Background: an optimization exercise with open tools, aiming at small area, a short achievable clock period and few clock cycles per item. Do not read the settings as production practice. The RTL was checked by simulation tests, not by an equivalence proof against the original design.

<file path="flow/flow/run.sh">
#!/bin/bash
# Standard ORFS layout (the standard.sh), with extra make settings read from
# flow/knobs.txt: the timing repair aims for extra setup slack and the port buffers use a
# plain buffer cell. The clock period and all constraints stay the design's.
set -euo pipefail
mapfile -t KNOBS < <(grep -v '^#' flow/knobs.txt | grep .)
bash standard.sh "${KNOBS[@]}" finish > flow_standard.log 2>&1
</file>
<file path="flow/flow/knobs.txt">
SETUP_SLACK_MARGIN=8
BUFFER_PORTS_ARGS=-buffer_cell sky130_fd_sc_hd__buf_2
</file>
<file path="flow/standard.sh">
#!/bin/bash
# synth_recipe.tcl (not shown) runs the flow's synth.tcl, then flattens the netlist and writes it again
# the make line also repeats each setting of config.mk as NAME=value (left out here)
make -C /OpenROAD-flow-scripts/flow DESIGN_CONFIG=/design/flow/config.mk WORK_HOME=/design/flow/orfs CLKGATE_MAP_FILE= SYNTH_SCRIPT=/design/flow/synth_recipe.tcl "${@:-finish}"
</file>
<file path="flow/config.mk">
export PLATFORM = sky130hd
export DESIGN_NAME = pv_perturb_observe_mppt
export DESIGN_NICKNAME = pv_perturb_observe_mppt
export VERILOG_FILES = /design/flow/design.v
export SDC_FILE = /design/flow/constraint.sdc
export NUM_CORES = 4
export LEC_CHECK = 0
export CAP_MARGIN = 20
export CORE_MARGIN = 2
export CORE_UTILIZATION = 40
export SLEW_MARGIN = 20
</file>
<file path="flow/constraint.sdc">
create_clock -name core_clock -period 11.5 [get_ports {clk}]
set_input_delay 2.3000 -clock core_clock [delete_from_list [all_inputs] [get_ports {clk}]]
set_output_delay 2.3000 -clock core_clock [all_outputs]
set_load 0.01 [all_outputs]
</file>
<file path="flow/design.v">
package pvpo_pkg;
	localparam int unsigned VOLT_W  = 15;
	localparam int unsigned CNT_W   = 16;
	localparam int unsigned POWER_W = 2 * VOLT_W;
	localparam logic [VOLT_W-1:0]  SEED_NUM     = VOLT_W'(218);
	localparam logic [POWER_W-1:0] MIN_POWER_UP = POWER_W'(120000);
	localparam logic [VOLT_W-1:0] RST_LOW_LIMIT   = '0;
	localparam logic [CNT_W-1:0]  RST_INTERVAL    = CNT_W'(25);
	localparam logic [VOLT_W-1:0] RST_STEP        = VOLT_W'(10);
	localparam logic [VOLT_W-1:0] RST_CURRENT_MIN = '0;
	localparam logic [CNT_W-1:0]  RST_FILTER      = CNT_W'(250);
endpackage
import pvpo_pkg::*;
module pvpo_core (
	input  logic [VOLT_W-1:0]  low_limit,
	input  logic [VOLT_W-1:0]  step,
	input  logic [CNT_W:0]     low_minus_step,   
	input  logic [CNT_W-1:0]   low_plus_step,    
	input  logic [CNT_W-1:0]   filter,
	input  logic [VOLT_W-1:0]  ref_q,
	input  logic [CNT_W-1:0]   stall1_q,         
	input  logic               do_seed,      
	input  logic               do_pause,     
	input  logic               do_eval,      
	input  logic               do_disturb,   
	input  logic               pge,          
	input  logic               up_trend,     
	input  logic               chg_low,      
	input  logic [VOLT_W-1:0]  load,         
	input  logic [CNT_W-1:0]   volt_step,    
	output logic               ref_we,
	output logic [VOLT_W-1:0]  ref_d,
	output logic               stall_we,
	output logic [CNT_W-1:0]   stall1_d,
	output logic               forced
);
	logic              at_low;
	logic              hold_low;
	logic              go_up;
	logic [CNT_W-1:0]  up_sum;
	logic [VOLT_W-1:0] dn_diff;
	logic              up_below;    
	logic              up_over;     
	logic              dn_below;    
	logic              sel_low, sel_max, sel_up, sel_dn, sel_load;
	logic              stall;
	logic              trip_inc;
	logic              trip_zero;
	assign at_low   = (ref_q <= low_limit);
	assign hold_low = at_low && !pge;
	assign go_up    = at_low ? pge : up_trend;
	assign up_sum   = CNT_W'(ref_q) + CNT_W'(step);
	assign dn_diff  = ref_q - step;
	assign up_below = ($signed({2'b00, ref_q}) < $signed(low_minus_step));
	assign up_over  = (ref_q > ~step);
	assign dn_below = ({1'b0, ref_q} < low_plus_step);
	assign sel_low  = do_eval && (hold_low || (go_up ? up_below : dn_below));
	assign sel_max  = do_eval && !hold_low && go_up && !up_below && up_over;
	assign sel_up   = do_eval && !hold_low && go_up && !up_below && !up_over;
	assign sel_dn   = do_eval && !hold_low && !go_up && !dn_below;
	assign sel_load = !do_eval;
	assign ref_d = ({VOLT_W{sel_low}}  & low_limit)
	             | ({VOLT_W{sel_max}})
	             | ({VOLT_W{sel_up}}   & up_sum[VOLT_W-1:0])
	             | ({VOLT_W{sel_dn}}   & dn_diff)
	             | ({VOLT_W{sel_load}} & load);
	assign stall     = (CNT_W'(ref_q) > volt_step) && chg_low;
	assign trip_inc  = (stall1_q >= filter);
	assign trip_zero = (filter == '0);
	assign forced    = do_disturb && (stall ? trip_inc : trip_zero);
	assign stall_we  = do_disturb;
	assign stall1_d  = (forced || !stall) ? CNT_W'(1) : (stall1_q + CNT_W'(1));
	assign ref_we = do_seed || do_pause || do_eval || forced;
endmodule
module pvpo_mul_tree (
	input  logic [14:0] a,
	input  logic [14:0] b,
	output logic [29:0] row_a,
	output logic [29:0] row_b
);
	logic [14:0] pp [15];
	logic t1, t2, t3, t4, t5, t6, t7, t8, t9, t10, t11, t12, t13, t14, t15, t16, t17, t18, t19, t20, t21, t22, t23, t24, t25, t26, t27, t28, t29, t30, t31, t32, t33, t34, t35, t36, t37, t38, t39, t40, t41, t42, t43, t44, t45, t46, t47, t48, t49, t50, t51, t52, t53, t54, t55, t56, t57, t58, t59, t60, t61, t62, t63, t64, t65, t66, t67, t68, t69, t70, t71, t72, t73, t74, t75, t76, t77, t78, t79, t80, t81, t82, t83, t84, t85, t86, t87, t88, t89, t90, t91, t92, t93, t94, t95, t96, t97, t98, t99, t100, t101, t102, t103, t104, t105, t106, t107, t108, t109, t110, t111, t112, t113, t114, t115, t116, t117, t118, t119, t120, t121, t122, t123, t124, t125, t126, t127, t128, t129, t130, t131, t132, t133, t134, t135, t136, t137, t138, t139, t140, t141, t142, t143, t144, t145, t146, t147, t148, t149, t150, t151, t152, t153, t154, t155, t156, t157, t158, t159, t160, t161, t162, t163, t164, t165, t166, t167, t168, t169, t170, t171, t172, t173, t174, t175, t176, t177, t178, t179, t180, t181, t182, t183, t184, t185, t186, t187, t188, t189, t190, t191, t192, t193, t194, t195, t196, t197, t198, t199, t200, t201, t202, t203, t204, t205, t206, t207, t208, t209, t210, t211, t212, t213, t214, t215, t216, t217, t218, t219, t220, t221, t222, t223, t224, t225, t226, t227, t228, t229, t230, t231, t232, t233, t234, t235, t236, t237, t238, t239, t240, t241, t242, t243, t244, t245, t246, t247, t248, t249, t250, t251, t252, t253, t254, t255, t256, t257, t258, t259, t260, t261, t262, t263, t264, t265, t266, t267, t268, t269, t270, t271, t272, t273, t274, t275, t276, t277, t278, t279, t280, t281, t282, t283, t284, t285, t286, t287, t288, t289, t290, t291, t292, t293, t294, t295, t296, t297, t298, t299, t300, t301, t302, t303, t304, t305, t306, t307, t308, t309, t310, t311, t312, t313, t314, t315, t316, t317, t318, t319, t320, t321, t322, t323, t324, t325, t326, t327, t328, t329, t330, t331, t332, t333, t334, t335, t336, t337, t338, t339, t340, t341, t342, t343, t344, t345, t346, t347, t348, t349, t350, t351, t352, t353, t354, t355, t356, t357, t358, t359, t360, t361, t362, t363, t364;
	always_comb for (int i = 0; i < 15; i++) pp[i] = b & {15{a[i]}};
	assign t1 = pp[0][13] ^ pp[1][12];
	assign t2 = pp[0][13] & pp[1][12];
	assign t3 = pp[0][14] ^ pp[1][13] ^ pp[2][12];
	assign t4 = (pp[0][14] & pp[1][13]) | (pp[0][14] & pp[2][12]) | (pp[1][13] & pp[2][12]);
	assign t5 = pp[3][11] ^ pp[4][10];
	assign t6 = pp[3][11] & pp[4][10];
	assign t7 = pp[1][14] ^ pp[2][13] ^ pp[3][12];
	assign t8 = (pp[1][14] & pp[2][13]) | (pp[1][14] & pp[3][12]) | (pp[2][13] & pp[3][12]);
	assign t9 = pp[4][11] ^ pp[5][10];
	assign t10 = pp[4][11] & pp[5][10];
	assign t11 = pp[2][14] ^ pp[3][13] ^ pp[4][12];
	assign t12 = (pp[2][14] & pp[3][13]) | (pp[2][14] & pp[4][12]) | (pp[3][13] & pp[4][12]);
	assign t13 = pp[0][9] ^ pp[1][8];
	assign t14 = pp[0][9] & pp[1][8];
	assign t15 = pp[0][10] ^ pp[1][9] ^ pp[2][8];
	assign t16 = (pp[0][10] & pp[1][9]) | (pp[0][10] & pp[2][8]) | (pp[1][9] & pp[2][8]);
	assign t17 = pp[3][7] ^ pp[4][6];
	assign t18 = pp[3][7] & pp[4][6];
	assign t19 = pp[0][11] ^ pp[1][10] ^ pp[2][9];
	assign t20 = (pp[0][11] & pp[1][10]) | (pp[0][11] & pp[2][9]) | (pp[1][10] & pp[2][9]);
	assign t21 = pp[3][8] ^ pp[4][7] ^ pp[5][6];
	assign t22 = (pp[3][8] & pp[4][7]) | (pp[3][8] & pp[5][6]) | (pp[4][7] & pp[5][6]);
	assign t23 = pp[6][5] ^ pp[7][4];
	assign t24 = pp[6][5] & pp[7][4];
	assign t25 = pp[0][12] ^ pp[1][11] ^ pp[2][10];
	assign t26 = (pp[0][12] & pp[1][11]) | (pp[0][12] & pp[2][10]) | (pp[1][11] & pp[2][10]);
	assign t27 = pp[3][9] ^ pp[4][8] ^ pp[5][7];
	assign t28 = (pp[3][9] & pp[4][8]) | (pp[3][9] & pp[5][7]) | (pp[4][8] & pp[5][7]);
	assign t29 = pp[6][6] ^ pp[7][5] ^ pp[8][4];
	assign t30 = (pp[6][6] & pp[7][5]) | (pp[6][6] & pp[8][4]) | (pp[7][5] & pp[8][4]);
	assign t31 = pp[9][3] ^ pp[10][2];
	assign t32 = pp[9][3] & pp[10][2];
	assign t33 = pp[2][11] ^ pp[3][10] ^ pp[4][9];
	assign t34 = (pp[2][11] & pp[3][10]) | (pp[2][11] & pp[4][9]) | (pp[3][10] & pp[4][9]);
	assign t35 = pp[5][8] ^ pp[6][7] ^ pp[7][6];
	assign t36 = (pp[5][8] & pp[6][7]) | (pp[5][8] & pp[7][6]) | (pp[6][7] & pp[7][6]);
	assign t37 = pp[8][5] ^ pp[9][4] ^ pp[10][3];
	assign t38 = (pp[8][5] & pp[9][4]) | (pp[8][5] & pp[10][3]) | (pp[9][4] & pp[10][3]);
	assign t39 = pp[11][2] ^ pp[12][1] ^ pp[13][0];
	assign t40 = (pp[11][2] & pp[12][1]) | (pp[11][2] & pp[13][0]) | (pp[12][1] & pp[13][0]);
	assign t41 = pp[5][9] ^ pp[6][8] ^ pp[7][7];
	assign t42 = (pp[5][9] & pp[6][8]) | (pp[5][9] & pp[7][7]) | (pp[6][8] & pp[7][7]);
	assign t43 = pp[8][6] ^ pp[9][5] ^ pp[10][4];
	assign t44 = (pp[8][6] & pp[9][5]) | (pp[8][6] & pp[10][4]) | (pp[9][5] & pp[10][4]);
	assign t45 = pp[11][3] ^ pp[12][2] ^ pp[13][1];
	assign t46 = (pp[11][3] & pp[12][2]) | (pp[11][3] & pp[13][1]) | (pp[12][2] & pp[13][1]);
	assign t47 = pp[14][0] ^ t2 ^ t3;
	assign t48 = (pp[14][0] & t2) | (pp[14][0] & t3) | (t2 & t3);
	assign t49 = pp[6][9] ^ pp[7][8] ^ pp[8][7];
	assign t50 = (pp[6][9] & pp[7][8]) | (pp[6][9] & pp[8][7]) | (pp[7][8] & pp[8][7]);
	assign t51 = pp[9][6] ^ pp[10][5] ^ pp[11][4];
	assign t52 = (pp[9][6] & pp[10][5]) | (pp[9][6] & pp[11][4]) | (pp[10][5] & pp[11][4]);
	assign t53 = pp[12][3] ^ pp[13][2] ^ pp[14][1];
	assign t54 = (pp[12][3] & pp[13][2]) | (pp[12][3] & pp[14][1]) | (pp[13][2] & pp[14][1]);
	assign t55 = t4 ^ t6 ^ t7;
	assign t56 = (t4 & t6) | (t4 & t7) | (t6 & t7);
	assign t57 = pp[5][11] ^ pp[6][10] ^ pp[7][9];
	assign t58 = (pp[5][11] & pp[6][10]) | (pp[5][11] & pp[7][9]) | (pp[6][10] & pp[7][9]);
	assign t59 = pp[8][8] ^ pp[9][7] ^ pp[10][6];
	assign t60 = (pp[8][8] & pp[9][7]) | (pp[8][8] & pp[10][6]) | (pp[9][7] & pp[10][6]);
	assign t61 = pp[11][5] ^ pp[12][4] ^ pp[13][3];
	assign t62 = (pp[11][5] & pp[12][4]) | (pp[11][5] & pp[13][3]) | (pp[12][4] & pp[13][3]);
	assign t63 = pp[14][2] ^ t8 ^ t10;
	assign t64 = (pp[14][2] & t8) | (pp[14][2] & t10) | (t8 & t10);
	assign t65 = pp[3][14] ^ pp[4][13] ^ pp[5][12];
	assign t66 = (pp[3][14] & pp[4][13]) | (pp[3][14] & pp[5][12]) | (pp[4][13] & pp[5][12]);
	assign t67 = pp[6][11] ^ pp[7][10] ^ pp[8][9];
	assign t68 = (pp[6][11] & pp[7][10]) | (pp[6][11] & pp[8][9]) | (pp[7][10] & pp[8][9]);
	assign t69 = pp[9][8] ^ pp[10][7] ^ pp[11][6];
	assign t70 = (pp[9][8] & pp[10][7]) | (pp[9][8] & pp[11][6]) | (pp[10][7] & pp[11][6]);
	assign t71 = pp[12][5] ^ pp[13][4] ^ pp[14][3];
	assign t72 = (pp[12][5] & pp[13][4]) | (pp[12][5] & pp[14][3]) | (pp[13][4] & pp[14][3]);
	assign t73 = pp[4][14] ^ pp[5][13] ^ pp[6][12];
	assign t74 = (pp[4][14] & pp[5][13]) | (pp[4][14] & pp[6][12]) | (pp[5][13] & pp[6][12]);
	assign t75 = pp[7][11] ^ pp[8][10] ^ pp[9][9];
	assign t76 = (pp[7][11] & pp[8][10]) | (pp[7][11] & pp[9][9]) | (pp[8][10] & pp[9][9]);
	assign t77 = pp[10][8] ^ pp[11][7] ^ pp[12][6];
	assign t78 = (pp[10][8] & pp[11][7]) | (pp[10][8] & pp[12][6]) | (pp[11][7] & pp[12][6]);
	assign t79 = pp[5][14] ^ pp[6][13] ^ pp[7][12];
	assign t80 = (pp[5][14] & pp[6][13]) | (pp[5][14] & pp[7][12]) | (pp[6][13] & pp[7][12]);
	assign t81 = pp[8][11] ^ pp[9][10] ^ pp[10][9];
	assign t82 = (pp[8][11] & pp[9][10]) | (pp[8][11] & pp[10][9]) | (pp[9][10] & pp[10][9]);
	assign t83 = pp[6][14] ^ pp[7][13] ^ pp[8][12];
	assign t84 = (pp[6][14] & pp[7][13]) | (pp[6][14] & pp[8][12]) | (pp[7][13] & pp[8][12]);
	assign t85 = pp[0][6] ^ pp[1][5];
	assign t86 = pp[0][6] & pp[1][5];
	assign t87 = pp[0][7] ^ pp[1][6] ^ pp[2][5];
	assign t88 = (pp[0][7] & pp[1][6]) | (pp[0][7] & pp[2][5]) | (pp[1][6] & pp[2][5]);
	assign t89 = pp[3][4] ^ pp[4][3];
	assign t90 = pp[3][4] & pp[4][3];
	assign t91 = pp[0][8] ^ pp[1][7] ^ pp[2][6];
	assign t92 = (pp[0][8] & pp[1][7]) | (pp[0][8] & pp[2][6]) | (pp[1][7] & pp[2][6]);
	assign t93 = pp[3][5] ^ pp[4][4] ^ pp[5][3];
	assign t94 = (pp[3][5] & pp[4][4]) | (pp[3][5] & pp[5][3]) | (pp[4][4] & pp[5][3]);
	assign t95 = pp[6][2] ^ pp[7][1];
	assign t96 = pp[6][2] & pp[7][1];
	assign t97 = pp[2][7] ^ pp[3][6] ^ pp[4][5];
	assign t98 = (pp[2][7] & pp[3][6]) | (pp[2][7] & pp[4][5]) | (pp[3][6] & pp[4][5]);
	assign t99 = pp[5][4] ^ pp[6][3] ^ pp[7][2];
	assign t100 = (pp[5][4] & pp[6][3]) | (pp[5][4] & pp[7][2]) | (pp[6][3] & pp[7][2]);
	assign t101 = pp[8][1] ^ pp[9][0] ^ t13;
	assign t102 = (pp[8][1] & pp[9][0]) | (pp[8][1] & t13) | (pp[9][0] & t13);
	assign t103 = pp[5][5] ^ pp[6][4] ^ pp[7][3];
	assign t104 = (pp[5][5] & pp[6][4]) | (pp[5][5] & pp[7][3]) | (pp[6][4] & pp[7][3]);
	assign t105 = pp[8][2] ^ pp[9][1] ^ pp[10][0];
	assign t106 = (pp[8][2] & pp[9][1]) | (pp[8][2] & pp[10][0]) | (pp[9][1] & pp[10][0]);
	assign t107 = t14 ^ t15 ^ t17;
	assign t108 = (t14 & t15) | (t14 & t17) | (t15 & t17);
	assign t109 = pp[8][3] ^ pp[9][2] ^ pp[10][1];
	assign t110 = (pp[8][3] & pp[9][2]) | (pp[8][3] & pp[10][1]) | (pp[9][2] & pp[10][1]);
	assign t111 = pp[11][0] ^ t16 ^ t18;
	assign t112 = (pp[11][0] & t16) | (pp[11][0] & t18) | (t16 & t18);
	assign t113 = t19 ^ t21 ^ t23;
	assign t114 = (t19 & t21) | (t19 & t23) | (t21 & t23);
	assign t115 = pp[11][1] ^ pp[12][0] ^ t20;
	assign t116 = (pp[11][1] & pp[12][0]) | (pp[11][1] & t20) | (pp[12][0] & t20);
	assign t117 = t22 ^ t24 ^ t25;
	assign t118 = (t22 & t24) | (t22 & t25) | (t24 & t25);
	assign t119 = t27 ^ t29 ^ t31;
	assign t120 = (t27 & t29) | (t27 & t31) | (t29 & t31);
	assign t121 = t1 ^ t26 ^ t28;
	assign t122 = (t1 & t26) | (t1 & t28) | (t26 & t28);
	assign t123 = t30 ^ t32 ^ t33;
	assign t124 = (t30 & t32) | (t30 & t33) | (t32 & t33);
	assign t125 = t35 ^ t37 ^ t39;
	assign t126 = (t35 & t37) | (t35 & t39) | (t37 & t39);
	assign t127 = t5 ^ t34 ^ t36;
	assign t128 = (t5 & t34) | (t5 & t36) | (t34 & t36);
	assign t129 = t38 ^ t40 ^ t41;
	assign t130 = (t38 & t40) | (t38 & t41) | (t40 & t41);
	assign t131 = t43 ^ t45 ^ t47;
	assign t132 = (t43 & t45) | (t43 & t47) | (t45 & t47);
	assign t133 = t9 ^ t42 ^ t44;
	assign t134 = (t9 & t42) | (t9 & t44) | (t42 & t44);
	assign t135 = t46 ^ t48 ^ t49;
	assign t136 = (t46 & t48) | (t46 & t49) | (t48 & t49);
	assign t137 = t51 ^ t53 ^ t55;
	assign t138 = (t51 & t53) | (t51 & t55) | (t53 & t55);
	assign t139 = t11 ^ t50 ^ t52;
	assign t140 = (t11 & t50) | (t11 & t52) | (t50 & t52);
	assign t141 = t54 ^ t56 ^ t57;
	assign t142 = (t54 & t56) | (t54 & t57) | (t56 & t57);
	assign t143 = t59 ^ t61 ^ t63;
	assign t144 = (t59 & t61) | (t59 & t63) | (t61 & t63);
	assign t145 = t12 ^ t58 ^ t60;
	assign t146 = (t12 & t58) | (t12 & t60) | (t58 & t60);
	assign t147 = t62 ^ t64 ^ t65;
	assign t148 = (t62 & t64) | (t62 & t65) | (t64 & t65);
	assign t149 = t67 ^ t69 ^ t71;
	assign t150 = (t67 & t69) | (t67 & t71) | (t69 & t71);
	assign t151 = pp[13][5] ^ pp[14][4] ^ t66;
	assign t152 = (pp[13][5] & pp[14][4]) | (pp[13][5] & t66) | (pp[14][4] & t66);
	assign t153 = t68 ^ t70 ^ t72;
	assign t154 = (t68 & t70) | (t68 & t72) | (t70 & t72);
	assign t155 = t73 ^ t75 ^ t77;
	assign t156 = (t73 & t75) | (t73 & t77) | (t75 & t77);
	assign t157 = pp[11][8] ^ pp[12][7] ^ pp[13][6];
	assign t158 = (pp[11][8] & pp[12][7]) | (pp[11][8] & pp[13][6]) | (pp[12][7] & pp[13][6]);
	assign t159 = pp[14][5] ^ t74 ^ t76;
	assign t160 = (pp[14][5] & t74) | (pp[14][5] & t76) | (t74 & t76);
	assign t161 = t78 ^ t79 ^ t81;
	assign t162 = (t78 & t79) | (t78 & t81) | (t79 & t81);
	assign t163 = pp[9][11] ^ pp[10][10] ^ pp[11][9];
	assign t164 = (pp[9][11] & pp[10][10]) | (pp[9][11] & pp[11][9]) | (pp[10][10] & pp[11][9]);
	assign t165 = pp[12][8] ^ pp[13][7] ^ pp[14][6];
	assign t166 = (pp[12][8] & pp[13][7]) | (pp[12][8] & pp[14][6]) | (pp[13][7] & pp[14][6]);
	assign t167 = t80 ^ t82 ^ t83;
	assign t168 = (t80 & t82) | (t80 & t83) | (t82 & t83);
	assign t169 = pp[7][14] ^ pp[8][13] ^ pp[9][12];
	assign t170 = (pp[7][14] & pp[8][13]) | (pp[7][14] & pp[9][12]) | (pp[8][13] & pp[9][12]);
	assign t171 = pp[10][11] ^ pp[11][10] ^ pp[12][9];
	assign t172 = (pp[10][11] & pp[11][10]) | (pp[10][11] & pp[12][9]) | (pp[11][10] & pp[12][9]);
	assign t173 = pp[13][8] ^ pp[14][7] ^ t84;
	assign t174 = (pp[13][8] & pp[14][7]) | (pp[13][8] & t84) | (pp[14][7] & t84);
	assign t175 = pp[8][14] ^ pp[9][13] ^ pp[10][12];
	assign t176 = (pp[8][14] & pp[9][13]) | (pp[8][14] & pp[10][12]) | (pp[9][13] & pp[10][12]);
	assign t177 = pp[11][11] ^ pp[12][10] ^ pp[13][9];
	assign t178 = (pp[11][11] & pp[12][10]) | (pp[11][11] & pp[13][9]) | (pp[12][10] & pp[13][9]);
	assign t179 = pp[9][14] ^ pp[10][13] ^ pp[11][12];
	assign t180 = (pp[9][14] & pp[10][13]) | (pp[9][14] & pp[11][12]) | (pp[10][13] & pp[11][12]);
	assign t181 = pp[0][4] ^ pp[1][3];
	assign t182 = pp[0][4] & pp[1][3];
	assign t183 = pp[0][5] ^ pp[1][4] ^ pp[2][3];
	assign t184 = (pp[0][5] & pp[1][4]) | (pp[0][5] & pp[2][3]) | (pp[1][4] & pp[2][3]);
	assign t185 = pp[3][2] ^ pp[4][1];
	assign t186 = pp[3][2] & pp[4][1];
	assign t187 = pp[2][4] ^ pp[3][3] ^ pp[4][2];
	assign t188 = (pp[2][4] & pp[3][3]) | (pp[2][4] & pp[4][2]) | (pp[3][3] & pp[4][2]);
	assign t189 = pp[5][1] ^ pp[6][0] ^ t85;
	assign t190 = (pp[5][1] & pp[6][0]) | (pp[5][1] & t85) | (pp[6][0] & t85);
	assign t191 = pp[5][2] ^ pp[6][1] ^ pp[7][0];
	assign t192 = (pp[5][2] & pp[6][1]) | (pp[5][2] & pp[7][0]) | (pp[6][1] & pp[7][0]);
	assign t193 = t86 ^ t87 ^ t89;
	assign t194 = (t86 & t87) | (t86 & t89) | (t87 & t89);
	assign t195 = pp[8][0] ^ t88 ^ t90;
	assign t196 = (pp[8][0] & t88) | (pp[8][0] & t90) | (t88 & t90);
	assign t197 = t91 ^ t93 ^ t95;
	assign t198 = (t91 & t93) | (t91 & t95) | (t93 & t95);
	assign t199 = t92 ^ t94 ^ t96;
	assign t200 = (t92 & t94) | (t92 & t96) | (t94 & t96);
	assign t201 = t97 ^ t99 ^ t101;
	assign t202 = (t97 & t99) | (t97 & t101) | (t99 & t101);
	assign t203 = t98 ^ t100 ^ t102;
	assign t204 = (t98 & t100) | (t98 & t102) | (t100 & t102);
	assign t205 = t103 ^ t105 ^ t107;
	assign t206 = (t103 & t105) | (t103 & t107) | (t105 & t107);
	assign t207 = t104 ^ t106 ^ t108;
	assign t208 = (t104 & t106) | (t104 & t108) | (t106 & t108);
	assign t209 = t109 ^ t111 ^ t113;
	assign t210 = (t109 & t111) | (t109 & t113) | (t111 & t113);
	assign t211 = t110 ^ t112 ^ t114;
	assign t212 = (t110 & t112) | (t110 & t114) | (t112 & t114);
	assign t213 = t115 ^ t117 ^ t119;
	assign t214 = (t115 & t117) | (t115 & t119) | (t117 & t119);
	assign t215 = t116 ^ t118 ^ t120;
	assign t216 = (t116 & t118) | (t116 & t120) | (t118 & t120);
	assign t217 = t121 ^ t123 ^ t125;
	assign t218 = (t121 & t123) | (t121 & t125) | (t123 & t125);
	assign t219 = t122 ^ t124 ^ t126;
	assign t220 = (t122 & t124) | (t122 & t126) | (t124 & t126);
	assign t221 = t127 ^ t129 ^ t131;
	assign t222 = (t127 & t129) | (t127 & t131) | (t129 & t131);
	assign t223 = t128 ^ t130 ^ t132;
	assign t224 = (t128 & t130) | (t128 & t132) | (t130 & t132);
	assign t225 = t133 ^ t135 ^ t137;
	assign t226 = (t133 & t135) | (t133 & t137) | (t135 & t137);
	assign t227 = t134 ^ t136 ^ t138;
	assign t228 = (t134 & t136) | (t134 & t138) | (t136 & t138);
	assign t229 = t139 ^ t141 ^ t143;
	assign t230 = (t139 & t141) | (t139 & t143) | (t141 & t143);
	assign t231 = t140 ^ t142 ^ t144;
	assign t232 = (t140 & t142) | (t140 & t144) | (t142 & t144);
	assign t233 = t145 ^ t147 ^ t149;
	assign t234 = (t145 & t147) | (t145 & t149) | (t147 & t149);
	assign t235 = t146 ^ t148 ^ t150;
	assign t236 = (t146 & t148) | (t146 & t150) | (t148 & t150);
	assign t237 = t151 ^ t153 ^ t155;
	assign t238 = (t151 & t153) | (t151 & t155) | (t153 & t155);
	assign t239 = t152 ^ t154 ^ t156;
	assign t240 = (t152 & t154) | (t152 & t156) | (t154 & t156);
	assign t241 = t157 ^ t159 ^ t161;
	assign t242 = (t157 & t159) | (t157 & t161) | (t159 & t161);
	assign t243 = t158 ^ t160 ^ t162;
	assign t244 = (t158 & t160) | (t158 & t162) | (t160 & t162);
	assign t245 = t163 ^ t165 ^ t167;
	assign t246 = (t163 & t165) | (t163 & t167) | (t165 & t167);
	assign t247 = t164 ^ t166 ^ t168;
	assign t248 = (t164 & t166) | (t164 & t168) | (t166 & t168);
	assign t249 = t169 ^ t171 ^ t173;
	assign t250 = (t169 & t171) | (t169 & t173) | (t171 & t173);
	assign t251 = pp[14][8] ^ t170 ^ t172;
	assign t252 = (pp[14][8] & t170) | (pp[14][8] & t172) | (t170 & t172);
	assign t253 = t174 ^ t175 ^ t177;
	assign t254 = (t174 & t175) | (t174 & t177) | (t175 & t177);
	assign t255 = pp[12][11] ^ pp[13][10] ^ pp[14][9];
	assign t256 = (pp[12][11] & pp[13][10]) | (pp[12][11] & pp[14][9]) | (pp[13][10] & pp[14][9]);
	assign t257 = t176 ^ t178 ^ t179;
	assign t258 = (t176 & t178) | (t176 & t179) | (t178 & t179);
	assign t259 = pp[10][14] ^ pp[11][13] ^ pp[12][12];
	assign t260 = (pp[10][14] & pp[11][13]) | (pp[10][14] & pp[12][12]) | (pp[11][13] & pp[12][12]);
	assign t261 = pp[13][11] ^ pp[14][10] ^ t180;
	assign t262 = (pp[13][11] & pp[14][10]) | (pp[13][11] & t180) | (pp[14][10] & t180);
	assign t263 = pp[11][14] ^ pp[12][13] ^ pp[13][12];
	assign t264 = (pp[11][14] & pp[12][13]) | (pp[11][14] & pp[13][12]) | (pp[12][13] & pp[13][12]);
	assign t265 = pp[0][3] ^ pp[1][2];
	assign t266 = pp[0][3] & pp[1][2];
	assign t267 = pp[2][2] ^ pp[3][1] ^ pp[4][0];
	assign t268 = (pp[2][2] & pp[3][1]) | (pp[2][2] & pp[4][0]) | (pp[3][1] & pp[4][0]);
	assign t269 = pp[5][0] ^ t182 ^ t183;
	assign t270 = (pp[5][0] & t182) | (pp[5][0] & t183) | (t182 & t183);
	assign t271 = t184 ^ t186 ^ t187;
	assign t272 = (t184 & t186) | (t184 & t187) | (t186 & t187);
	assign t273 = t188 ^ t190 ^ t191;
	assign t274 = (t188 & t190) | (t188 & t191) | (t190 & t191);
	assign t275 = t192 ^ t194 ^ t195;
	assign t276 = (t192 & t194) | (t192 & t195) | (t194 & t195);
	assign t277 = t196 ^ t198 ^ t199;
	assign t278 = (t196 & t198) | (t196 & t199) | (t198 & t199);
	assign t279 = t200 ^ t202 ^ t203;
	assign t280 = (t200 & t202) | (t200 & t203) | (t202 & t203);
	assign t281 = t204 ^ t206 ^ t207;
	assign t282 = (t204 & t206) | (t204 & t207) | (t206 & t207);
	assign t283 = t208 ^ t210 ^ t211;
	assign t284 = (t208 & t210) | (t208 & t211) | (t210 & t211);
	assign t285 = t212 ^ t214 ^ t215;
	assign t286 = (t212 & t214) | (t212 & t215) | (t214 & t215);
	assign t287 = t216 ^ t218 ^ t219;
	assign t288 = (t216 & t218) | (t216 & t219) | (t218 & t219);
	assign t289 = t220 ^ t222 ^ t223;
	assign t290 = (t220 & t222) | (t220 & t223) | (t222 & t223);
	assign t291 = t224 ^ t226 ^ t227;
	assign t292 = (t224 & t226) | (t224 & t227) | (t226 & t227);
	assign t293 = t228 ^ t230 ^ t231;
	assign t294 = (t228 & t230) | (t228 & t231) | (t230 & t231);
	assign t295 = t232 ^ t234 ^ t235;
	assign t296 = (t232 & t234) | (t232 & t235) | (t234 & t235);
	assign t297 = t236 ^ t238 ^ t239;
	assign t298 = (t236 & t238) | (t236 & t239) | (t238 & t239);
	assign t299 = t240 ^ t242 ^ t243;
	assign t300 = (t240 & t242) | (t240 & t243) | (t242 & t243);
	assign t301 = t244 ^ t246 ^ t247;
	assign t302 = (t244 & t246) | (t244 & t247) | (t246 & t247);
	assign t303 = t248 ^ t250 ^ t251;
	assign t304 = (t248 & t250) | (t248 & t251) | (t250 & t251);
	assign t305 = t252 ^ t254 ^ t255;
	assign t306 = (t252 & t254) | (t252 & t255) | (t254 & t255);
	assign t307 = t256 ^ t258 ^ t259;
	assign t308 = (t256 & t258) | (t256 & t259) | (t258 & t259);
	assign t309 = pp[14][11] ^ t260 ^ t262;
	assign t310 = (pp[14][11] & t260) | (pp[14][11] & t262) | (t260 & t262);
	assign t311 = pp[12][14] ^ pp[13][13] ^ pp[14][12];
	assign t312 = (pp[12][14] & pp[13][13]) | (pp[12][14] & pp[14][12]) | (pp[13][13] & pp[14][12]);
	assign t313 = pp[0][2] ^ pp[1][1];
	assign t314 = pp[0][2] & pp[1][1];
	assign t315 = pp[2][1] ^ pp[3][0] ^ t265;
	assign t316 = (pp[2][1] & pp[3][0]) | (pp[2][1] & t265) | (pp[3][0] & t265);
	assign t317 = t181 ^ t266 ^ t267;
	assign t318 = (t181 & t266) | (t181 & t267) | (t266 & t267);
	assign t319 = t185 ^ t268 ^ t269;
	assign t320 = (t185 & t268) | (t185 & t269) | (t268 & t269);
	assign t321 = t189 ^ t270 ^ t271;
	assign t322 = (t189 & t270) | (t189 & t271) | (t270 & t271);
	assign t323 = t193 ^ t272 ^ t273;
	assign t324 = (t193 & t272) | (t193 & t273) | (t272 & t273);
	assign t325 = t197 ^ t274 ^ t275;
	assign t326 = (t197 & t274) | (t197 & t275) | (t274 & t275);
	assign t327 = t201 ^ t276 ^ t277;
	assign t328 = (t201 & t276) | (t201 & t277) | (t276 & t277);
	assign t329 = t205 ^ t278 ^ t279;
	assign t330 = (t205 & t278) | (t205 & t279) | (t278 & t279);
	assign t331 = t209 ^ t280 ^ t281;
	assign t332 = (t209 & t280) | (t209 & t281) | (t280 & t281);
	assign t333 = t213 ^ t282 ^ t283;
	assign t334 = (t213 & t282) | (t213 & t283) | (t282 & t283);
	assign t335 = t217 ^ t284 ^ t285;
	assign t336 = (t217 & t284) | (t217 & t285) | (t284 & t285);
	assign t337 = t221 ^ t286 ^ t287;
	assign t338 = (t221 & t286) | (t221 & t287) | (t286 & t287);
	assign t339 = t225 ^ t288 ^ t289;
	assign t340 = (t225 & t288) | (t225 & t289) | (t288 & t289);
	assign t341 = t229 ^ t290 ^ t291;
	assign t342 = (t229 & t290) | (t229 & t291) | (t290 & t291);
	assign t343 = t233 ^ t292 ^ t293;
	assign t344 = (t233 & t292) | (t233 & t293) | (t292 & t293);
	assign t345 = t237 ^ t294 ^ t295;
	assign t346 = (t237 & t294) | (t237 & t295) | (t294 & t295);
	assign t347 = t241 ^ t296 ^ t297;
	assign t348 = (t241 & t296) | (t241 & t297) | (t296 & t297);
	assign t349 = t245 ^ t298 ^ t299;
	assign t350 = (t245 & t298) | (t245 & t299) | (t298 & t299);
	assign t351 = t249 ^ t300 ^ t301;
	assign t352 = (t249 & t300) | (t249 & t301) | (t300 & t301);
	assign t353 = t253 ^ t302 ^ t303;
	assign t354 = (t253 & t302) | (t253 & t303) | (t302 & t303);
	assign t355 = t257 ^ t304 ^ t305;
	assign t356 = (t257 & t304) | (t257 & t305) | (t304 & t305);
	assign t357 = t261 ^ t306 ^ t307;
	assign t358 = (t261 & t306) | (t261 & t307) | (t306 & t307);
	assign t359 = t263 ^ t308 ^ t309;
	assign t360 = (t263 & t308) | (t263 & t309) | (t308 & t309);
	assign t361 = t264 ^ t310 ^ t311;
	assign t362 = (t264 & t310) | (t264 & t311) | (t310 & t311);
	assign t363 = pp[13][14] ^ pp[14][13] ^ t312;
	assign t364 = (pp[13][14] & pp[14][13]) | (pp[13][14] & t312) | (pp[14][13] & t312);
	assign row_a = {1'b0, pp[14][14], t362, t360, t358, t356, t354, t352, t350, t348, t346, t344, t342, t340, t338, t336, t334, t332, t330, t328, t326, t324, t322, t320, t318, t316, t314, pp[2][0], pp[0][1], pp[0][0]};
	assign row_b = {1'b0, t364, t363, t361, t359, t357, t355, t353, t351, t349, t347, t345, t343, t341, t339, t337, t335, t333, t331, t329, t327, t325, t323, t321, t319, t317, t315, t313, pp[1][0], 1'b0};
endmodule
import pvpo_pkg::*;
module pv_perturb_observe_mppt (
	input  logic        clk,
	input  logic        arst_n,
	input  logic        sample_valid,
	output logic        sample_ready,
	input  logic [1:0]  sample_action,
	input  logic [14:0] sample_pv_voltage,
	input  logic [14:0] sample_pv_current,
	input  logic [14:0] sample_charge_current,
	input  logic        sample_pause,
	output logic        result_valid,
	input  logic        result_ready,
	output logic [14:0] result_voltage_ref,
	output logic        result_evaluated,
	output logic        result_forced_pulldown,
	input  logic        cfg_valid,
	output logic        cfg_ready,
	input  logic [2:0]  cfg_index,
	input  logic [15:0] cfg_data
);
	logic [VOLT_W-1:0] low_limit;
	logic [CNT_W-1:0]  interval;
	logic [CNT_W-1:0]  interval_n;
	logic [VOLT_W-1:0] step;
	logic [VOLT_W-1:0] cur_min;
	logic [VOLT_W-1:0] cur_min_n;
	logic [CNT_W-1:0]  filter;
	logic [CNT_W-1:0]  filter_n;
	assign interval = ~interval_n;
	assign cur_min  = ~cur_min_n;
	assign filter   = ~filter_n;
	assign cfg_ready = 1'b1;
	logic [CNT_W:0]    low_minus_step;
	logic [CNT_W-1:0]  low_plus_step;
	logic [CNT_W:0]    low_minus_step_n;    
	logic [CNT_W-1:0]  low_plus_step_n;
	assign low_minus_step = ~low_minus_step_n;
	assign low_plus_step  = ~low_plus_step_n;
	always_ff @(posedge clk) begin
		low_minus_step_n <= ~({2'b00, low_limit} - {2'b00, step});
		low_plus_step_n  <= ~({1'b0, low_limit} + {1'b0, step});
	end
	always_ff @(posedge clk or negedge arst_n) begin
		if (!arst_n) begin
			low_limit <= RST_LOW_LIMIT;
			interval_n <= ~RST_INTERVAL;
			step      <= RST_STEP;
			cur_min_n  <= ~RST_CURRENT_MIN;
			filter_n   <= ~RST_FILTER;
		end else if (cfg_valid) begin
			case (cfg_index)
				3'd0: low_limit <= cfg_data[VOLT_W-1:0];
				3'd1: interval_n <= ~cfg_data[CNT_W-1:0];
				3'd2: step      <= cfg_data[VOLT_W-1:0];
				3'd3: cur_min_n  <= ~cfg_data[VOLT_W-1:0];
				3'd4: filter_n   <= ~cfg_data[CNT_W-1:0];
				default: begin
				end
			endcase
		end
	end
	logic              hv_q;     
	logic              en_q;     
	logic              hold_q;   
	logic              adv;      
	assign sample_ready = en_q;
	assign adv          = !hold_q;
	logic              s1_valid;
	logic [1:0]        s1_act;
	logic              s1_pause;
	logic              s1_chg;
	logic [VOLT_W-1:0] s1_v;
	logic [VOLT_W-1:0] s1_b;
	always_ff @(posedge clk or negedge arst_n) begin
		if (!arst_n)
			s1_valid <= 1'b0;
		else if (adv)
			s1_valid <= sample_valid;
	end
	always_ff @(posedge clk) begin
		if (adv) begin
			s1_act   <= sample_action;
			s1_pause <= sample_pause;
			s1_chg   <= (sample_charge_current < cur_min);
			s1_v     <= sample_pv_voltage;
			s1_b     <= sample_action[0] ? sample_pv_current : SEED_NUM;
		end
	end
	logic [POWER_W-1:0] row_a;
	logic [POWER_W-1:0] row_b;
	logic [CNT_W-1:0]   tick1_q;    
	logic               s1_tick;
	logic               s1_eval;
	pvpo_mul_tree u_mul (
		.a     (s1_v),
		.b     (s1_b),
		.row_a (row_a),
		.row_b (row_b)
	);
	assign s1_tick  = (s1_act == 2'd1);
	assign s1_eval  = s1_tick && !s1_pause && (tick1_q >= interval);
	always_ff @(posedge clk or negedge arst_n) begin
		if (!arst_n)
			tick1_q <= CNT_W'(1);
		else if (adv && s1_valid && s1_tick)
			tick1_q <= (s1_pause || s1_eval) ? CNT_W'(1) : (tick1_q + CNT_W'(1));
	end
	logic                s2_valid;
	logic                s2_init;
	logic                s2_tick;
	logic                s2_pause;
	logic                s2_eval;
	logic                s2_dist;
	logic                s2_chg;
	logic [VOLT_W-1:0]   s2_v;
	logic [POWER_W-1:0]  s2_ra;
	logic [POWER_W-1:0]  s2_rb;
	always_ff @(posedge clk or negedge arst_n) begin
		if (!arst_n)
			s2_valid <= 1'b0;
		else if (adv)
			s2_valid <= s1_valid;
	end
	always_ff @(posedge clk) begin
		if (adv) begin
			s2_init  <= (s1_act == 2'd0);
			s2_tick  <= s1_tick;
			s2_pause <= s1_tick && s1_pause;
			s2_eval  <= s1_eval;
			s2_dist  <= (s1_act == 2'd2);
			s2_chg   <= s1_chg;
			s2_v     <= s1_v;
			s2_ra    <= row_a;
			s2_rb    <= row_b;
		end
	end
	logic [POWER_W-1:0] prev_p_n_q;    
	logic               prev_p_zero_q;
	logic               go2;
	logic [POWER_W-1:0] power;
	logic [POWER_W-1:0] fall_s, fall_c;
	logic [POWER_W:0]   fall_sum;
	logic               pfell;
	assign go2   = adv && s2_valid;
	assign power = s2_ra + s2_rb;
	assign fall_s   = s2_ra ^ s2_rb ^ prev_p_n_q;
	assign fall_c   = (s2_ra & s2_rb) | (s2_ra & prev_p_n_q) | (s2_rb & prev_p_n_q);
	assign fall_sum = {1'b0, fall_s} + {fall_c, 1'b1};
	assign pfell    = !prev_p_zero_q && !fall_sum[POWER_W];
	always_ff @(posedge clk or negedge arst_n) begin
		if (!arst_n)
			prev_p_zero_q <= 1'b1;
		else if (go2) begin
			if (s2_init || s2_pause)
				prev_p_zero_q <= 1'b1;
			else if (s2_eval)
				prev_p_zero_q <= 1'b0;
		end
	end
	always_ff @(posedge clk) begin
		if (go2 && s2_eval)
			prev_p_n_q <= ~power;
	end
	logic                s3_valid;
	logic                s3_init;
	logic                s3_pause;
	logic                s3_eval;
	logic                s3_dist;
	logic                s3_chg;
	logic                s3_pge;
	logic                s3_fell;
	logic                s3_tick;
	logic [VOLT_W-1:0]   s3_x;          
	logic [CNT_W-1:0]    s3_vstep;      
	always_ff @(posedge clk or negedge arst_n) begin
		if (!arst_n)
			s3_valid <= 1'b0;
		else if (adv)
			s3_valid <= s2_valid;
	end
	always_ff @(posedge clk) begin
		if (adv) begin
			s3_init     <= s2_init;
			s3_pause    <= s2_pause;
			s3_eval     <= s2_eval;
			s3_dist     <= s2_dist;
			s3_chg      <= s2_chg;
			s3_pge      <= (power >= MIN_POWER_UP);
			s3_fell     <= pfell;
			s3_tick     <= s2_tick;
			s3_x        <= s2_tick ? s2_v : power[VOLT_W+7:8];
			s3_vstep    <= CNT_W'(s2_v) + CNT_W'(step);
		end
	end
	logic [VOLT_W-1:0]  ref_q;
	logic [CNT_W-1:0]   stall1_q;    
	logic [CNT_W-1:0]   prev_v_q;
	logic               go;
	logic [VOLT_W-1:0]  seed;
	logic               v_gt;
	logic               v_eq;
	logic               up_trend;
	logic               ref_we;
	logic [VOLT_W-1:0]  ref_d;
	logic               stall_we;
	logic [CNT_W-1:0]   stall1_d;
	logic               forced;
	assign go       = adv && s3_valid;
	assign seed     = (s3_x < low_limit) ? low_limit : s3_x;
	assign v_gt     = (CNT_W'(s3_x) > prev_v_q);
	assign v_eq     = (CNT_W'(s3_x) == prev_v_q);
	assign up_trend = s3_fell ? !(v_gt || v_eq) : v_gt;
	pvpo_core u_core (
		.low_limit      (low_limit),
		.step           (step),
		.low_minus_step (low_minus_step),
		.low_plus_step  (low_plus_step),
		.filter         (filter),
		.ref_q          (ref_q),
		.stall1_q       (stall1_q),
		.do_seed        (s3_init),
		.do_pause       (s3_pause),
		.do_eval        (s3_eval),
		.do_disturb     (s3_dist),
		.pge            (s3_pge),
		.up_trend       (up_trend),
		.chg_low        (s3_chg),
		.load           (s3_tick ? s3_x : seed),
		.volt_step      (s3_vstep),
		.ref_we         (ref_we),
		.ref_d          (ref_d),
		.stall_we       (stall_we),
		.stall1_d       (stall1_d),
		.forced         (forced)
	);
	always_ff @(posedge clk or negedge arst_n) begin
		if (!arst_n) begin
			ref_q    <= '0;
			stall1_q <= CNT_W'(1);
			prev_v_q <= '0;
		end else if (go) begin
			if (ref_we)
				ref_q <= ref_d;
			if (stall_we)
				stall1_q <= stall1_d;
			if (s3_init)
				prev_v_q <= CNT_W'(seed);
			else if (s3_pause)
				prev_v_q <= s3_vstep;
			else if (s3_eval)
				prev_v_q <= CNT_W'(s3_x);
		end
	end
	logic [VOLT_W+1:0] res_new;
	logic [VOLT_W+1:0] head_q;
	logic [VOLT_W+1:0] skid_q;
	logic              take;
	assign res_new = {(ref_we ? ref_d : ref_q), s3_eval, forced};
	assign take    = hv_q && result_ready;
	always_ff @(posedge clk or negedge arst_n) begin
		if (!arst_n) begin
			hv_q   <= 1'b0;
			en_q   <= 1'b1;
			hold_q <= 1'b0;
		end else begin
			if (!hv_q)
				hv_q <= go;
			else if (take && adv)
				hv_q <= go;
			en_q   <= adv ? !(hv_q && !take && go) : take;
			hold_q <= adv ? (hv_q && !take && go) : !take;
		end
	end
	always_ff @(posedge clk) begin
		if (!adv) begin
			if (take)
				head_q <= skid_q;
		end else if (go && (!hv_q || take)) begin
			head_q <= res_new;
		end
		if (adv && go && hv_q && !take)
			skid_q <= res_new;
	end
	assign result_valid           = hv_q;
	assign result_voltage_ref     = head_q[VOLT_W+1:2];
	assign result_evaluated       = head_q[1];
	assign result_forced_pulldown = head_q[0];
endmodule
</file>
==> flow_metrics.tcl, run 1 <==
set metrics [dict create \
    critical_path_class "register to register" \
    antenna-diode-count 0 \
    port_buffers 90 \
    status "timing/DRC/antenna clean" \
    dp.cells 3761 \
    startpoint "s1_v[2]" \
    ys_ff_latch 393 \
    synth-seq-area-share_pct 37.23 \
    num-nets-final 3555 \
    die-area_mm2 0.07476 \
    synth_area_mm2 0.02904 \
    die-width_um 273.4 \
    dp_slack_ps 7384 \
    syn2layout_area_growth_pct 17.97 \
    period_needed_ps 3880 \
    drtIter0Drc 1617 \
    antenna_left 0 \
    cp-endpoint "s2_rb[16]" \
    post_drt_wl_per_cell_um 20.08 \
    setup_viol 0 \
    cts_made_buffers 47 \
    firstDrtPassIters 6 \
    pin_count 92 \
    synth_area_leader_cell "edfxtp_1" \
    grt_pass1_vias 22510 \
    seq_area_mm2 0.01084 \
    vias_per_cell 5.356 \
    post-dp-hpwl_um 58910 \
    wirelength_um 80080 \
    relSlewSlack_pct 28.95 \
    fin_setup_tns_ps 0 \
    clock_skew_ps 52.24 \
    synthCells 2800 \
    antenna_found_initial 0 \
    rsz0062_at_grt "yes" \
    tightest_slew_ps 1066 \
    final_cells 3988 \
    r2r_slack_ps 7620 \
    placementRows 98 \
    cts.sinks 393 \
    async_reset_ff_share_pct 37.40 \
    gp_congestion 1.010 \
    clk_path_buf_depth 3 \
    grt_overflow 0 \
    setup_slack_ps 7620 \
    clk_latency_ps 610 \
    maxCapViolations 0 \
    die-height_um 273.4 \
    syn-num-nets 3356 \
    synth_top_area_share_pct 22.24 \
    grt_pass1_wl_um 125000 \
    drive_above_1_share_pct 21.33 \
    synth_area_per_cell_um2 10.37 \
    fmax_mhz 257.7 \
    grt_use_total_pct 21.38 \
    cts_tree "done" \
    hold_viol_final 0 \
    clk_pin_slew_ps 60 \
    min_period_over_period_pct 33.74 \
    cts_max_level 2 \
    drc 0 \
    hold_path_class "register to register" \
    required_ps 11820 \
    fp.coreArea_mm2 0.07173 \
    start_util_pct 40.48 \
    multi_input_area_mm2 0.01756 \
    arrival_ps 4200 \
    finalMaxSlewViolations 0 \
    synth_warnings 3 \
    dominantRegCellSynth "edfxtp_1" \
    grt_max_degree 84 \
    synth-edff-count 215 \
    critPathCaptureType "register" \
    rr_startpoint "s1_v[2]" \
    n_fill_cell 6589 \
    synth.distinct_cells 79 \
    r2r_cells 11 \
    vias 21360 \
    cts-root-buf "clkbuf_16" \
    start_kind "register" \
    synth.top_cells.by_area "edfxtp_1 (22%), fa_1 (14%), ha_1 (12%)" \
    cp_max_fo 3 \
    r2r-end "s2_rb[16]" \
]
==> cells in the final DEF (no fill, tap or decap), types with 19 or more instances in the layout <==
master,netlist,routed
ha_1,282,271
inv_1,294,251
nand2_1,251,246
edfxtp_1,215,215
and2_1,210,194
o21ai_0,201,189
fa_1,202,145
nor2_1,121,120
buf_4,1,115
a21oi_1,124,106
buf_2,2,85
dfrtp_1,103,76
fa_2,0,57
xnor2_1,52,52
a21o_1,50,50
clkbuf_16,0,47
dfstp_2,44,44
inv_2,0,40
nand3_1,39,38
o211ai_1,37,37
xor2_1,32,32
o21a_1,32,31
dfxtp_1,31,31
nand2b_1,29,28
nand4_1,27,27
buf_6,1,27
dfrtp_2,0,27
nor2b_1,25,24
nor3_1,26,23
and3_1,21,19
mux2_2,21,19
==> cell families (layout without fill, tap and decap cells) <==
family / after synthesis / count (layout) / share of synthesized area, %
compound gates: 604 / 604 / 13.35
xor+xnor: 84 / 84 / 2.534
fa+ha+maj: 484 / 484 / 26.08
buf+inv: 386 / 621 / 5.037
flops: 393 / 393 / 37.23
mux: 40 / 40 / 1.508
other cells: 1 / 1 / 0.01292
simple gates: 808 / 811 / 14.25
==> metrics by stage <==
stage	area (um2)	utilization, %	hold WS (ps)
finish	34250	47.75	428.9
global placement	30470	42.48	410.2
global route	34250	47.75	439.8
CTS	33550	46.77	427.7
floorplan	29120	-	400.3
detailed placement	30470	42.48	412.1
==> critical path: stages, from the launching register on <==
cell      delay [ps]
edfxtp_1         500
buf_6            180
nand2_4           50
fa_2             580
fa_2             430
fa_2             540
inv_2             40
fa_2             330
inv_2             70
fa_2             420
inv_2             70
fa_2             420
==> metal layers <==
layer / up-vias / track usage, % / share of wire [%]
li1: 10080 / - / -
met1: 10600 / 27.75 / 43
met2: 509 / 36.04 / 48
met3: 176 / 2.526 / 4.3
met4: 0 / 9.218 / 4.3
met5: - / 0 / 0
==> worst min-delay path by stage <==
stage            start       to  slack [ps]  cells past startpoint
5_1_grt         s2_chg   s3_chg         440                      0
6_report       s2_dist  s3_dist         430                      0
4_1_cts        s2_dist  s3_dist         430                      0
3_5_place_dp    s2_chg   s3_chg         410                      0
2_1_floorplan   s1_chg   s2_chg         400                      0
3_3_place_gp   s2_dist  s3_dist         410                      0
==> Yosys cell counts (16+ instances only) <==
| cell type | n |
|---|---|
| a21o_1 | 50 |
| a21oi_1 | 124 |
| and2_1 | 210 |
| and3_1 | 21 |
| clkbuf_1 | 84 |
| dfrtp_1 | 103 |
| dfstp_2 | 44 |
| dfxtp_1 | 31 |
| edfxtp_1 | 215 |
| fa_1 | 202 |
| ha_1 | 282 |
| inv_1 | 294 |
| mux2_2 | 21 |
| mux2i_1 | 16 |
| nand2_1 | 251 |
| nand2b_1 | 29 |
| nand3_1 | 39 |
| nand4_1 | 27 |
| nor2_1 | 121 |
| nor2b_1 | 25 |
| nor3_1 | 26 |
| o211ai_1 | 37 |
| o21a_1 | 32 |
| o21ai_0 | 201 |
| o21bai_1 | 16 |
| xnor2_1 | 52 |
| xor2_1 | 32 |
==> repair_timing <==
action,4_1_cts,5_1_grt
endpoints found under the setup margin,83,86
buffers inserted,103,31
hold buffers,0,0
gates cloned,2,2
gates resized for setup,176,119
pin swaps,70,93
==> flip-flops by register name (all words and copies together) (netlist names), 17 cells and up <==
register	cells
s2_rb	28
prev_p_n_q	30
head_q	17
s2_ra	29
skid_q	17
==> area by class of cell <==
| type | count | share of cell area (%) |
|---|---|---|
| Clock buffer | 52 | 3.518 |
| Timing Repair Buffer | 239 | 5.344 |
| Multi-Input combinational cell | 2024 | 51.26 |
| Clock inverter | 36 | 1.490 |
| Sequential cell | 393 | 31.66 |
| Tap cell | 950 | 3.470 |
| Inverter | 294 | 3.258 |
Testbench counts, summed over its fixed seeds: cycles 12,115, items 12,083.
==> run 2: changes to the inputs <==
==> flow/flow/knobs.txt (replaced) <==
SETUP_SLACK_MARGIN=7.5
BUFFER_PORTS_ARGS=-buffer_cell sky130_fd_sc_hd__buf_2
--- a/flow/config.mk
+++ b/flow/config.mk
@@ -7,5 +7,5 @@
 export LEC_CHECK = 0
 export CAP_MARGIN = 20
 export CORE_MARGIN = 2
-export CORE_UTILIZATION = 40
+export CORE_UTILIZATION = 55
 export SLEW_MARGIN = 20
==> flow_metrics.tcl, run 2 <==
set metrics [dict create \
    layout_common_cells "inv_1 (292), ha_1 (282), nand2_1 (251)" \
    syn2layout_area_growth_pct 10.01 \
    cts_tree "done" \
    drc 0 \
    syn-num-nets 3356 \
    synth-seq-area-share_pct 37.23 \
    post-dp-hpwl_um 56730 \
    min_period_over_period_pct 34.29 \
    fin_setup_tns_ps 0 \
    synthTopCellsByCount "inv_1 (294), ha_1 (282), nand2_1 (251)" \
    die-area_mm2 0.05465 \
    grt_use_total_pct 27.96 \
    hold_path_class "register to register" \
    synthCells 2800 \
    multi_input_area_mm2 0.01683 \
    grt_pass1_wl_um 117300 \
    firstDrtPassIters 7 \
    tightest_slew_ps 1045 \
    cts_made_buffers 45 \
    post_drt_wl_per_cell_um 20.78 \
    ys_ff_latch 393 \
    dp_slack_ps 7299 \
    drive_above_1_share_pct 10.70 \
    post-synth-top-count-cell "inv_1" \
    antenna-diode-count 0 \
    die-width_um 233.8 \
    critical_path_class "register to register" \
    required_ps 11830 \
    period_needed_ps 3944 \
    critPathCaptureType "register" \
    setup_viol 0 \
    synth_warnings 3 \
    synth_area_mm2 0.02904 \
    cp_max_fo 6 \
    grt_max_degree 92 \
    synth_area_per_cell_um2 10.37 \
    hold_depth 0 \
    clk_path_buf_depth 3 \
    relSlewSlack_pct 30.37 \
    seq_area_mm2 0.01081 \
    status "timing/DRC/antenna clean" \
    layout_commonest_cell "inv_1" \
    cts_max_level 2 \
    largest_registers "prev_p_n_q: 30 flops, s2_ra: 29 flops, s2_rb: 28 flops" \
    start_kind "register" \
    die-height_um 233.8 \
    hold_viol_final 0 \
    fp.coreArea_mm2 0.05234 \
    r2r_cells 11 \
    synth.top_cells.by_area "edfxtp_1 (22%), fa_1 (14%), ha_1 (12%)" \
    port_buffers 90 \
    pin_count 92 \
    grt_pass1_vias 21120 \
    setup_slack_ps 7556 \
    synth_area_leader_cell "edfxtp_1" \
    grt_overflow 0 \
    cts-root-buf "clkbuf_16" \
    synth-edff-count 215 \
    largest_register_ffs 30 \
    clock_skew_ps 17.76 \
    antenna_found_initial 0 \
    maxCapViolations 0 \
    drtIter0Drc 1046 \
    n_fill_cell 4402 \
    start_util_pct 55.47 \
    top_register "prev_p_n_q" \
    antenna_left 0 \
    synth.distinct_cells 79 \
    vias_per_cell 5.746 \
    fmax_mhz 253.6 \
    ctsHoldBuffers 0 \
    rsz0062_at_grt "yes" \
    finalMaxSlewViolations 0 \
    dominantRegCellSynth "edfxtp_1" \
    num-nets-final 3436 \
    wirelength_um 74860 \
    cts.sinks 393 \
    synth_top_area_share_pct 22.24 \
    arrival_ps 4270 \
    vias 20700 \
    placementRows 84 \
    clk_latency_ps 570 \
    gp_congestion 0.9744 \
    async_reset_ff_share_pct 37.40 \
    clk_pin_slew_ps 60 \
]
[run 2: cell counts after synthesis]
Identical to the previous run, type by type.
[run 2: metal layers]
layer / global-route usage, % / wire length [um] / vias up
li1: - / - / 9850
met5: 0 / 0 / -
met4: 10.09 / 2558 / 0
met3: 2.797 / 3148 / 126
met1: 36.43 / 32520 / 10230
met2: 48.61 / 36640 / 500
[run 2: worst max-delay path, stage by stage (launching register included)]
cell and delay (ps):
dfstp_2 660, clkinvlp_4 220, ha_1 380, nor3_1 330, nand4_1 280, o211ai_1 190, nand2_1 100, or2_2 370
o211a_1 260, a2111o_1 330, mux2_4 320, mux2_4 260
[run 2: stage by stage]
step / instance area, um2 / utilization (%) / hold slack (ps) / std cells
6_report: 31940 / 61.03 / 444.1 / 3603
3_3_place_gp: 30090 / 57.49 / 424.2 / 3497
2_1_floorplan: 29040 / - / 400.3 / 2800
3_5_place_dp: 30090 / 57.49 / 433.3 / 3497
5_1_grt: 31940 / 61.03 / 461.4 / 3603
4_1_cts: 31790 / 60.74 / 451.3 / 3591
[run 2: layout make-up]
cell class                      count  share of cell area, %
Multi-Input combinational cell   2021                  52.69
Sequential cell                   393                  33.85
Clock buffer                       59                  3.980
Inverter                          294                  3.482
Tap cell                          688                  2.695
Timing Repair Buffer              125                  2.331
Clock inverter                     23                 0.9793
[run 2: final timing paths]
kind                               from          end  slack, ps
worst max-delay path            step[1]   head_q[14]       7560
worst min-delay path            s2_eval      s3_eval        440
worst max register to register  step[1]   head_q[14]       7560
worst min register to register  s2_eval      s3_eval        440
max in group asynchronous        arst_n  filter_n[7]       8280
min in group asynchronous        arst_n     ref_q[1]       1820
[run 2: kinds of logic (layout without fill, tap and decap cells)]
family / after synthesis / in the layout / synth area share (%)
fa+ha+maj: 484 / 484 / 26.08
other cells: 1 / 1 / 0.01292
simple gates: 808 / 808 / 14.25
mux: 40 / 40 / 1.508
xor+xnor: 84 / 84 / 2.534
flops: 393 / 393 / 37.23
buf+inv: 386 / 501 / 5.037
compound gates: 604 / 604 / 13.35
[run 2: timing repair]
action                                  4_1_cts  5_1_grt
endpoints found under the setup margin       18       20
resized for setup                             5       12
pin swaps                                     0        3
setup buffers                                12       12
gates cloned                                  0        0
==> run 3: changes to the inputs <==
--- a/flow/config.mk
+++ b/flow/config.mk
@@ -7,5 +7,5 @@
 export LEC_CHECK = 0
 export CAP_MARGIN = 20
 export CORE_MARGIN = 2
-export CORE_UTILIZATION = 55
+export CORE_UTILIZATION = 40
 export SLEW_MARGIN = 20
==> flow_metrics.tcl, run 3 <==
set metrics [dict create \
    status "timing/DRC/antenna clean" \
    dominantRegCellSynth "edfxtp_1" \
    n_fill_cell 6766 \
    synth_top_area_share_pct 22.24 \
    antenna_left 0 \
    clk_pin_slew_ps 60 \
    grt_pass1_vias 22100 \
    hold_path_class "register to register" \
    grt_pass1_wl_um 127800 \
    clock_skew_ps 50.47 \
    antenna-diode-count 0 \
    start_util_pct 40.48 \
    pin_count 92 \
    vias 20950 \
    slowest_stage "fa_1" \
    clk_path_buf_depth 3 \
    cts-root-buf "clkbuf_16" \
    arrival_ps 4200 \
    top_register "prev_p_n_q" \
    maxCapViolations 0 \
    synth-compound-area-share_pct 13.35 \
    post-dp-hpwl_um 61470 \
    synth_top_family_by_area "adder cells" \
    final_area_mm2 0.03235 \
    synth_area_leader_cell "edfxtp_1" \
    setup_viol 0 \
    synth_area_per_cell_um2 10.37 \
    tightest_slew_ps 1059 \
    synth.distinct_cells 79 \
    critical-path-max-stage-delay_ps 520 \
    crit_top_cell "fa_1" \
    layout_commonest_cell "inv_1" \
    finalMaxSlewViolations 0 \
    cts_max_level 2 \
    gr-max-usage-layer "met2" \
    min_period_over_period_pct 33.78 \
    min-delay-start "s1_chg" \
    die-height_um 273.4 \
    largest_registers "prev_p_n_q: 30 flops, s2_ra: 29 flops, s2_rb: 28 flops" \
    clk_latency_ps 630 \
    synthAdderAreaFrac_pct 26.08 \
    grt_overflow 0 \
    synthMuxAreaShare_pct 1.508 \
    relSlewSlack_pct 29.39 \
    port_buffers 90 \
    die-area_mm2 0.07476 \
    largest_register_ffs 30 \
    hold_viol_final 0 \
    startpoint "s1_b[14]" \
    critPathCaptureType "register" \
    antenna_found_initial 0 \
    cts_tree "done" \
    synthTopCellsByCount "inv_1 (294), ha_1 (282), nand2_1 (251)" \
    met1_usage_pct 29.40 \
    critical_path_class "register to register" \
    rr_startpoint "s1_b[14]" \
    cp_max_fo 5 \
    cts.sinks 393 \
    synth-simple-area-share_pct 14.25 \
    placementRows 98 \
    vias_per_cell 5.413 \
    start_kind "register" \
    drive_above_1_share_pct 11.13 \
    syn-num-nets 3356 \
    gp_congestion 1.026 \
    crit_chain "and2_4 > fa_1 > inv_1 > fa_1 > fa_1 > inv_1 > fa_1 > inv_1 > fa_1 > inv_1 > fa_1" \
    die-width_um 273.4 \
    cts_made_buffers 48 \
    async_reset_ff_share_pct 37.40 \
    synth-edff-count 215 \
    synth_area_mm2 0.02904 \
    place_area_mm2 0.03043 \
    fp.coreArea_mm2 0.07173 \
    grt_max_degree 89 \
    use_met2_pct 36.80 \
    synth-seq-area-share_pct 37.23 \
    period_needed_ps 3884 \
    firstDrtPassIters 5 \
    num-nets-final 3438 \
    synth_warnings 3 \
    fmax_mhz 257.4 \
    ys_ff_latch 393 \
    post-synth-top-count-cell "inv_1" \
    post_drt_wl_per_cell_um 20.96 \
    rsz0062_at_grt "no" \
    fin_setup_tns_ps 0 \
    gr-usage-met3_pct 2.658 \
    syn2layout_area_growth_pct 11.42 \
    drc 0 \
    required_ps 11820 \
    grt_use_total_pct 22.07 \
    synthCells 2800 \
    wirelength_um 81120 \
    synth.top_cells.by_area "edfxtp_1 (22%), fa_1 (14%), ha_1 (12%)" \
    synthXorXnorAreaFrac_pct 2.534 \
    drtIter0Drc 1595 \
    layout_common_cells "inv_1 (292), ha_1 (281), nand2_1 (251)" \
]
## run 3: changes by cell type in the layout (fill, tap and decap cells not counted), moves of 3 or more
cell,before,now
clkbuf_1,7,11
clkinvlp_4,4,1
dfrtp_1,102,96
dfrtp_2,1,7
## run 3: cell families (layout without fill, tap and decap cells)
group / after synthesis / after routing
adder cells (fa/ha/maj): 484 / 484
multiplexers: 40 / 40
XOR/XNOR: 84 / 84
AND/OR/NAND/NOR: 808 / 808
buffers and inverters: 386 / 507
other: 1 / 1
flip-flops: 393 / 393
AO/OA/AOI/OAI: 604 / 604
## run 3: metal layers
layer / part of all wire, % / vias up
met5: 0 / -
met4: 3.9 / 0
met3: 4.8 / 141
met2: 47 / 589
met1: 45 / 10380
li1: - / 9841
## run 3: metrics by stage
step / cells / utilization, % / hold WS, ps / setup WS (ps)
2_1_floorplan: 2800 / - / 400.3 / 7578
3_3_place_gp: 3761 / 42.42 / 418.7 / 7268
3_5_place_dp: 3761 / 42.42 / 416.1 / 7249
4_1_cts: 3861 / 44.91 / 443.3 / 7462
5_1_grt: 3871 / 45.10 / 448.1 / 7498
6_report: 3871 / 45.10 / 438.8 / 7616
## run 3: cell type report
type	count	area [um2]	area share (%)
clock buffers	66	1350	4.173
clock inverters	23	315.3	0.9746
inverters	294	1109	3.427
multi-input cells	2021	16850	52.08
flip-flops and latches	393	10820	33.44
well taps	950	1189	3.674
repair buffers	124	719.4	2.224
## run 3: critical path: cells and delay by family (launching register included)
kind	cells	cell delay (ps)
buffers and inverters	4	260
flip-flops	1	510
AND/OR/NAND/NOR	1	220
adder cells (fa/ha/maj)	6	2640
## run 3: timing repair
action,4_1_cts,5_1_grt
hold buffers,0,0
buffers inserted,11,10
gates resized for setup,7,25
endpoints found under the setup margin,18,28
pin swaps,0,1
## run 3: path summary, 6_finish.rpt
path / to / slack (ps) / depth (start not counted)
worst max-delay path: s2_rb[15] / 7620 / 11
worst min-delay path: s2_chg / 440 / 0
worst max register to register: s2_rb[15] / 7620 / 11
worst min register to register: s2_chg / 440 / 0
max in group asynchronous: low_limit[12] / 8240 / 2
min in group asynchronous: ref_q[6] / 1770 / 1

==> static timing again, ports no longer ideal <==
How much do the figures lean on ideal ports? The routed layouts below were timed once more, with nothing changed but the port constraints.
Step 1: set_driving_cell puts a clkbuf_16 on clk and a buf_2 on each other input, an assumption about the parent block.
Step 2 adds t to the input delays and takes it off the output delays; t is the mean of the earliest and latest rising clock arrival at the registers after step 1. Input paths then give back, and output paths get back, about the clock's delay inside the block.
Three values: no drivers, after step 1, after step 2; two values: the first two.
run	t, ns	setup slack, ns	latest minus earliest clock arrival (ns)	worst slew at a driven data input, ns	cell pins on the clock port's net
run 1	0.643	7.620 / 7.620 / 7.466	0.055 / 0.055	0.05	1
run 2	0.626	7.556 / 7.556 / 7.295	0.021 / 0.020	0.04	1
run 3	0.663	7.616 / 7.616 / 7.280	0.051 / 0.051	0.04	1
After both steps setup and hold are still met in every run listed. For run 3, which loses most, drivers alone change the setup slack by 0.000 ns; drivers and shift together by -0.336 ns.
